Background: an optimization exercise with open tools, aiming at small area. Do not read the settings as production practice.
Only simulation tests tie the RTL to the original design; equivalence was not proved.
Power is estimated from default activity; no workload was simulated.

==> flow/design.v (excerpt) <==
module lockin_top (
    input  logic                  clk,
    input  logic                  rst,
    input  lockin_pkg::sample_t   i_in1,
    input  lockin_pkg::sample_t   i_in2,
    input  lockin_pkg::bus_word_t i_sys_addr,
    input  lockin_pkg::bus_word_t i_sys_wdata,
    input  logic                  i_sys_wen,
    input  logic                  i_sys_ren,
    output lockin_pkg::sample_t   o_out1,
    output lockin_pkg::sample_t   o_out2,
    output lockin_pkg::sample_t   o_osc1,
    output lockin_pkg::sample_t   o_osc2,
    output lockin_pkg::bus_word_t o_sys_rdata,
    output logic                  o_sys_err,
    output logic                  o_sys_ack
);
    logic [4:0]  sa_q, sb_q;
    logic [3:0]  o1s_q, o2s_q, hpt_q, lpt_q;
    logic        hpd_q, lpd_q;
    logic [13:0] off_q, gn_q;
    logic        page;       
    logic [5:0]  wi;         
    assign page = ~|i_sys_addr[19:8] & ~|i_sys_addr[1:0];
    assign wi   = i_sys_addr[7:2];
    logic wr;
    assign wr = i_sys_wen & page;
    always_ff @(posedge clk or posedge rst) begin
        if (rst) begin
            sa_q  <= 5'd1;
            sb_q  <= 5'd2;
            o1s_q <= '0;
            o2s_q <= '0;
            hpt_q <= '0;
            lpt_q <= '0;
            hpd_q <= 1'b0;
            lpd_q <= 1'b0;
            off_q <= '0;
            gn_q  <= '0;
        end else if (wr) begin
            case (wi)
                6'h00: sa_q  <= i_sys_wdata[4:0];
                6'h01: sb_q  <= i_sys_wdata[4:0];
                6'h04: o1s_q <= i_sys_wdata[3:0];
                6'h05: o2s_q <= i_sys_wdata[3:0];
                6'h14: hpt_q <= i_sys_wdata[3:0];
                6'h15: lpt_q <= i_sys_wdata[3:0];
                6'h16: off_q <= i_sys_wdata[13:0];
                6'h17: gn_q  <= i_sys_wdata[13:0];
                6'h18: hpd_q <= |i_sys_wdata;
                6'h19: lpd_q <= |i_sys_wdata;
                default: ;
            endcase
        end
    end
    logic [13:0] sig_d;           
    logic        run_q;           
    logic        hb_q;            
    logic [33:0] hacc;            
    logic        neg_q;           
  ...
export LEC_CHECK = 0
export ABC_AREA = 1
export CAP_MARGIN = 20
export CORE_MARGIN = 2
export CORE_UTILIZATION = 60
export CTS_BUF_LIST = sky130_fd_sc_hd__clkbuf_8
export CTS_CLUSTER_DIAMETER = 60
export CTS_CLUSTER_SIZE = 12
export PLACE_DENSITY = 0.7
export SLEW_MARGIN = 20
create_clock -name core_clock -period 10.5 [get_ports {clk}]
run.sh (not shown) runs the stock make flow with config.mk's settings and CLKGATE_MAP_FILE= SYNTH_SCRIPT=/design/flow/synth_recipe.tcl, a recipe that flattens the netlist after the stock synthesis.
The starting point finished with timing, DRC and antenna clean.
Change:
==> flow/flow/run.sh (new file) <==
#!/bin/bash
# Standard layout, except that the port buffers are the smallest buffer cell.
set -o pipefail
export BUFFER_PORTS_ARGS="-buffer_cell sky130_fd_sc_hd__buf_1"
bash standard.sh 2>&1 | tee standard.log
==> flow/standard.sh (new file) <==
#!/bin/bash
# synth_recipe.tcl (not shown) runs the flow's synth.tcl, then flattens the netlist and writes it again
# the make line also repeats each setting of config.mk as NAME=value (left out here)
make -C /OpenROAD-flow-scripts/flow DESIGN_CONFIG=/design/flow/config.mk WORK_HOME=/design/flow/orfs CLKGATE_MAP_FILE= SYNTH_SCRIPT=/design/flow/synth_recipe.tcl "${@:-finish}"
--- a/flow/config.mk
+++ b/flow/config.mk
@@ -7,6 +7,5 @@
 export LEC_CHECK = 0
-export ABC_AREA = 1
 export CAP_MARGIN = 20
 export CORE_MARGIN = 2
-export CORE_UTILIZATION = 60
+export CORE_UTILIZATION = 40
 export CTS_BUF_LIST = sky130_fd_sc_hd__clkbuf_8
@@ -14,3 +13,2 @@
 export CTS_CLUSTER_SIZE = 12
-export PLACE_DENSITY = 0.7
 export SLEW_MARGIN = 20
removed: flow/run.sh
Outcome: Final cell count fell by 3.6%; final area fell by 1.5%; utilization went down by 24 points; non-clock buffer count is higher by 31; power came out higher by 93%; setup slack improved by 10 ps; routed wire length decreases by 3.5%; worst hold slack loses 46 ps; sequential power went up by 54%; critical path depth fell by 22.
Change:
==> flow/run.sh (new file) <==
#!/bin/bash
# synth_recipe.tcl (not shown) runs the flow's synth.tcl, then flattens the netlist and writes it again
# the make line also repeats each setting of config.mk as NAME=value (left out here)
make -C /OpenROAD-flow-scripts/flow DESIGN_CONFIG=/design/flow/config.mk WORK_HOME=/design/flow/orfs CLKGATE_MAP_FILE= SYNTH_SCRIPT=/design/flow/synth_recipe.tcl finish
removed: flow/flow/run.sh
removed: flow/standard.sh
After rerunning: Global-route usage went up by 0.72 points; setup slack loses 86 ps; die area is unchanged; wire length rises by 2.9%; cell area rose by 4.7%; register-to-register slack degrades by 90 ps; via count rises by 0.41%; non-clock buffer count climbs by 9.

## re-timing with driven ports
Ports are ideal in the flow. The routed layouts listed here were re-timed in OpenROAD. Step 1, drivers: a clkbuf_16 drives clk and a buf_2 each remaining input, both assumed. Step 2, shift: input delay + t, output delay - t, t = (earliest + latest rising clock arrival at the registers) / 2. This alone moves slack from input paths to output paths. a / b / c = ideal ports / drivers / drivers and shift; a / b = the first two.
run	shift t [ns]	setup slack, ns	worst setup path at the end	latest minus earliest clock arrival (ns)	worst data-port slew with drivers (ns)
the first run	0.695	0.598 / 0.598 / 0.598	register to register	0.038 / 0.038	0.06
the second run	0.689	0.608 / 0.608 / 0.544	input to register	0.075 / 0.076	0.11
the third run	0.688	0.523 / 0.523 / 0.269	input to register	0.052 / 0.052	0.06
After both steps every run listed still meets setup and hold. For the third run, which loses most, drivers alone change the setup slack by 0.000 ns; drivers and shift together by -0.254 ns.
